Background: an optimization exercise with open tools, aiming at small area, a short achievable clock period and few clock cycles. Do not read the settings as production practice.
Only simulation tests tie the RTL to the original design; equivalence was not proved.
No activity file was given, so power comes from the tool's default toggle rates.

==> flow/design.v (excerpt) <==
module matrix_mac_top
#(
  parameter int MATRIX_DIM = 4,
  parameter int ELEM_W     = 16
)
(
  input  logic                                    dca_port_11,
  input  logic                                    dca_port_17,
  input  logic                                    i_start,
  input  logic                                    i_clear,
  input  logic [1:0]                              i_opcode,
  input  logic                                    i_init_acc,
  input  logic [MATRIX_DIM-1:0]                   i_row_mask,
  input  logic [MATRIX_DIM-1:0]                   i_col_mask,
  input  logic [mac_pkg::STEP_W-1:0]              i_steps,
  input  logic [MATRIX_DIM*MATRIX_DIM*ELEM_W-1:0] i_lhs,
  input  logic [MATRIX_DIM*MATRIX_DIM*ELEM_W-1:0] i_rhs,
  output logic                                    o_busy,
  output logic                                    o_step_req,
  output logic                                    o_done,
  output logic [MATRIX_DIM*MATRIX_DIM*ELEM_W-1:0] o_result
);
==> flow/config.mk <==
export PLATFORM = sky130hd
export DESIGN_NAME = matrix_mac_top
export DESIGN_NICKNAME = matrix_mac_top
export VERILOG_FILES = /design/flow/design.v
export SDC_FILE = /design/flow/constraint.sdc
export NUM_CORES = 4
export LEC_CHECK = 0
export CAP_MARGIN = 10
export CORE_MARGIN = 2
export CORE_UTILIZATION = 45
export SETUP_SLACK_MARGIN = 2.0
export SLEW_MARGIN = 10
==> flow/constraint.sdc <==
create_clock -name core_clock -period 8.0 [get_ports {dca_port_11}]
set_input_delay 1.6000 -clock core_clock [delete_from_list [all_inputs] [get_ports {dca_port_11}]]
set_output_delay 1.6000 -clock core_clock [all_outputs]
set_load 0.01 [all_outputs]
standard.sh (not shown) runs the stock make flow with config.mk's settings and CLKGATE_MAP_FILE= SYNTH_SCRIPT=/design/flow/synth_recipe.tcl, a recipe that flattens the netlist after the stock synthesis.
==> flow/flow/run.sh <==
#!/bin/bash
# Layout flow: the standard flow (standard.sh) with two changes.
#  1. The port buffers are buf_2 cells instead of the clkdlybuf4s50_1 delay
#     cells that buffer_ports picks by default; every port still gets one.
#  2. After the standard synthesis (run unchanged), fa_polarity.py re-chooses
#     the polarity of each full-adder cell (a full adder is self-dual) so that
#     fewer inverters sit between them. Registers and all other cells are kept.
#     simeq.py compares the netlists by random simulation of every register
#     input and output; if they differ, the standard netlist is used as is.
set -euo pipefail
export BUFFER_PORTS_ARGS="-buffer_cell sky130_fd_sc_hd__buf_2"
R=orfs/results/${FLOW_PLATFORM}/matrix_mac_top/base
LIB=${FLOW_HOME}/platforms/${FLOW_PLATFORM}/lib/sky130_fd_sc_hd__tt_025C_1v80.lib

bash standard.sh synth > standard_synth.log 2>&1
cp "$R/1_2_yosys.v" "$R/1_2_yosys_standard.v"
if python3 flow/fa_polarity.py "$R/1_2_yosys_standard.v" polarity.v > fa_polarity.log 2>&1 &&
   python3 flow/simeq.py "$LIB" "$R/1_2_yosys_standard.v" polarity.v > simeq.log 2>&1; then
  cp polarity.v "$R/1_2_yosys.v"
  rm -f "$R/1_synth.odb" "$R/1_synth.sdc"
else
  echo "polarity step not used" >> fa_polarity.log
fi
bash standard.sh > standard_flow.log 2>&1
Other scripts of this flow, unchanged in this note and not shown: flow/flow/fa_polarity.py, flow/flow/simeq.py
The first run produced a clean layout.
Testbench counts at the start, summed over its fixed seeds: cycles 7,501.
Change:
Settings changed: CAP_MARGIN 10 to 20, CORE_UTILIZATION 45 to 40, SLEW_MARGIN 10 to 20.
The changed run completed without violations. Wire length is higher by about 3.6%. Power barely changes. Via count barely changes. Global-route usage goes down by 3.1 points.
Change:
Settings changed: CAP_MARGIN 20 to 10, SLEW_MARGIN 20 to 10.
Worst hold slack gets worse by 7.1 ps.
Non-clock buffer count came out higher by 33.
Register-to-register slack gets worse by 30 ps.
Clock power hardly moves.
Global-route usage stays flat.
Final cell count barely changes.
Sequential share of layout area barely changes.
Cell area climbs by 0.59%.
Maximum frequency goes down by 0.54%.

---

## raven
Another version of the RTL of matrix_mac_top (not shown whole).
Size: roughly 8000 cells after synthesis, roughly 77000 um2 of cells after synthesis.
==> flow/config.mk <==
export PLATFORM = sky130hd
export DESIGN_NAME = matrix_mac_top
export DESIGN_NICKNAME = matrix_mac_top
export VERILOG_FILES = /design/flow/design.v
export SDC_FILE = /design/flow/constraint.sdc
export NUM_CORES = 4
export LEC_CHECK = 0
export CAP_MARGIN = 20
export CORE_MARGIN = 2
export CORE_UTILIZATION = 40
export SETUP_SLACK_MARGIN = 1.5
export SLEW_MARGIN = 20
==> flow/constraint.sdc <==
create_clock -name core_clock -period 8.0 [get_ports {dca_port_11}]
set_input_delay 1.6000 -clock core_clock [delete_from_list [all_inputs] [get_ports {dca_port_11}]]
set_output_delay 1.6000 -clock core_clock [all_outputs]
set_load 0.01 [all_outputs]
Scripts as last shown in full above: flow/flow/run.sh
Other scripts of this flow, unchanged in this note and not shown: flow/flow/fa_polarity.py, flow/flow/simeq.py
Testbench counts of raven, summed over its fixed seeds: cycles 7,501.
#### Input delta (garnet over raven)
diff --git a/flow/flow/run.sh b/flow/flow/run.sh
--- a/flow/flow/run.sh
+++ b/flow/flow/run.sh
@@ -1,5 +1,5 @@
 #!/bin/bash
 # Layout flow: the standard flow (standard.sh) with two changes.
-#  1. The port buffers are buf_2 cells instead of the clkdlybuf4s50_1 delay
+#  1. The port buffers are buf_1 cells instead of the clkdlybuf4s50_1 delay
 #     cells that buffer_ports picks by default; every port still gets one.
 #  2. After the standard synthesis (run unchanged), fa_polarity.py re-chooses
@@ -9,5 +9,5 @@
 #     input and output; if they differ, the standard netlist is used as is.
 set -euo pipefail
-export BUFFER_PORTS_ARGS="-buffer_cell sky130_fd_sc_hd__buf_2"
+export BUFFER_PORTS_ARGS="-buffer_cell sky130_fd_sc_hd__buf_1"
 R=orfs/results/${FLOW_PLATFORM}/matrix_mac_top/base
 LIB=${FLOW_HOME}/platforms/${FLOW_PLATFORM}/lib/sky130_fd_sc_hd__tt_025C_1v80.lib
diff --git a/flow/config.mk b/flow/config.mk
--- a/flow/config.mk
+++ b/flow/config.mk
@@ -9,4 +9,4 @@
 export CORE_MARGIN = 2
 export CORE_UTILIZATION = 40
-export SETUP_SLACK_MARGIN = 1.5
+export SETUP_SLACK_MARGIN = 2.0
 export SLEW_MARGIN = 20
==> run summary <==
garnet ran to completion and came out clean on the timing, design-rule and antenna checks. On garnet: core utilization is 1.1 points higher than what raven gave. Relative to raven, the number of nets at the end of the flow measured on garnet has increased slightly. garnet vs. raven: maximum achievable frequency saw an increase; global-route usage saw an increase; period utilization saw a decrease.
Setup changes, garnet to harbor
diff --git a/flow/flow/run.sh b/flow/flow/run.sh
--- a/flow/flow/run.sh
+++ b/flow/flow/run.sh
@@ -1,5 +1,5 @@
 #!/bin/bash
 # Layout flow: the standard flow (standard.sh) with two changes.
-#  1. The port buffers are buf_1 cells instead of the clkdlybuf4s50_1 delay
+#  1. The port buffers are buf_2 cells instead of the clkdlybuf4s50_1 delay
 #     cells that buffer_ports picks by default; every port still gets one.
 #  2. After the standard synthesis (run unchanged), fa_polarity.py re-chooses
@@ -9,5 +9,5 @@
 #     input and output; if they differ, the standard netlist is used as is.
 set -euo pipefail
-export BUFFER_PORTS_ARGS="-buffer_cell sky130_fd_sc_hd__buf_1"
+export BUFFER_PORTS_ARGS="-buffer_cell sky130_fd_sc_hd__buf_2"
 R=orfs/results/${FLOW_PLATFORM}/matrix_mac_top/base
 LIB=${FLOW_HOME}/platforms/${FLOW_PLATFORM}/lib/sky130_fd_sc_hd__tt_025C_1v80.lib
diff --git a/flow/config.mk b/flow/config.mk
--- a/flow/config.mk
+++ b/flow/config.mk
@@ -8,5 +8,5 @@
 export CAP_MARGIN = 20
 export CORE_MARGIN = 2
-export CORE_UTILIZATION = 40
+export CORE_UTILIZATION = 50
 export SETUP_SLACK_MARGIN = 2.0
 export SLEW_MARGIN = 20
## What came out
Summary of harbor over garnet: number of nets in the finished design fell by about 0.37%; share of the clock period used by the worst path now sits lower; width of the chip -10%.
harbor vs garnet — number of tapcells dropped by more than 10%
Changes observed in harbor relative to garnet: aggregate routed wire length now smaller, total routed wire length on the met1 layer now smaller, sequential share of power now smaller, fraction of cell area in non-clock buffers now larger.
Density: harbor denser than garnet
Relative to garnet, the arrival time reported for the critical path endpoint of harbor is lower by 0.09 ns.
Higher final critical delay including setup and external delays goes to garnet over harbor.
The following lists how pepper was set up differently from harbor:
diff --git a/flow/config.mk b/flow/config.mk
--- a/flow/config.mk
+++ b/flow/config.mk
@@ -8,5 +8,6 @@
 export CAP_MARGIN = 20
 export CORE_MARGIN = 2
-export CORE_UTILIZATION = 50
+export CORE_UTILIZATION = 40
+export PLACE_DENSITY = 0.75
 export SETUP_SLACK_MARGIN = 2.0
 export SLEW_MARGIN = 20
Findings:
- When pepper is set beside harbor, its total power turns out to be about 3.2% larger.
- pepper: design area 1.6% above harbor
- Per the comparison of pepper with harbor, clock power share went up 0.2 points; combinational logic power barely changed.

re-timing with driven ports:
In the flow no input, the clock included, has a driving cell. The finished layouts below were timed again as built, in two steps.
Step 1 (the two cells are an assumption about what drives the block):
set clk [get_ports {dca_port_11}]
set_driving_cell -lib_cell sky130_fd_sc_hd__clkbuf_16 $clk
set_driving_cell -lib_cell sky130_fd_sc_hd__buf_2 [delete_from_list [all_inputs] $clk]
Step 2 adds t to the input delays and takes it off the output delays; t is the mean of the earliest and latest rising clock arrival at the registers after step 1. Input paths then give back, and output paths get back, about the clock's delay inside the block.
a / b / c = ideal ports / drivers / drivers and shift; a / b = the first two.
| run | t (ns) | setup slack, ns | hold WS [ns] |
|---|---|---|---|
| the first run of note 1 | 0.837 | 2.025 / 2.025 / 1.250 | 0.517 / 0.517 / 0.517 |
| the second run of note 1 | 0.805 | 2.033 / 2.033 / 1.263 | 0.530 / 0.530 / 0.530 |
| the third run of note 1 | 0.812 | 2.000 / 2.000 / 1.256 | 0.523 / 0.523 / 0.523 |
| raven | 0.809 | 1.587 / 1.531 / 0.721 | 0.516 / 0.516 / 0.516 |
| garnet | 0.826 | 1.962 / 2.015 / 1.189 | 0.507 / 0.507 / 0.507 |
| harbor | 0.777 | 1.995 / 2.055 / 1.282 | 0.500 / 0.500 / 0.500 |
| pepper | 0.805 | 1.991 / 1.965 / 1.160 | 0.509 / 0.509 / 0.509 |
After both steps every run listed still meets setup and hold. The setup slack of raven, which loses most, moves by -0.056 ns with the drivers and by -0.866 ns with both steps.
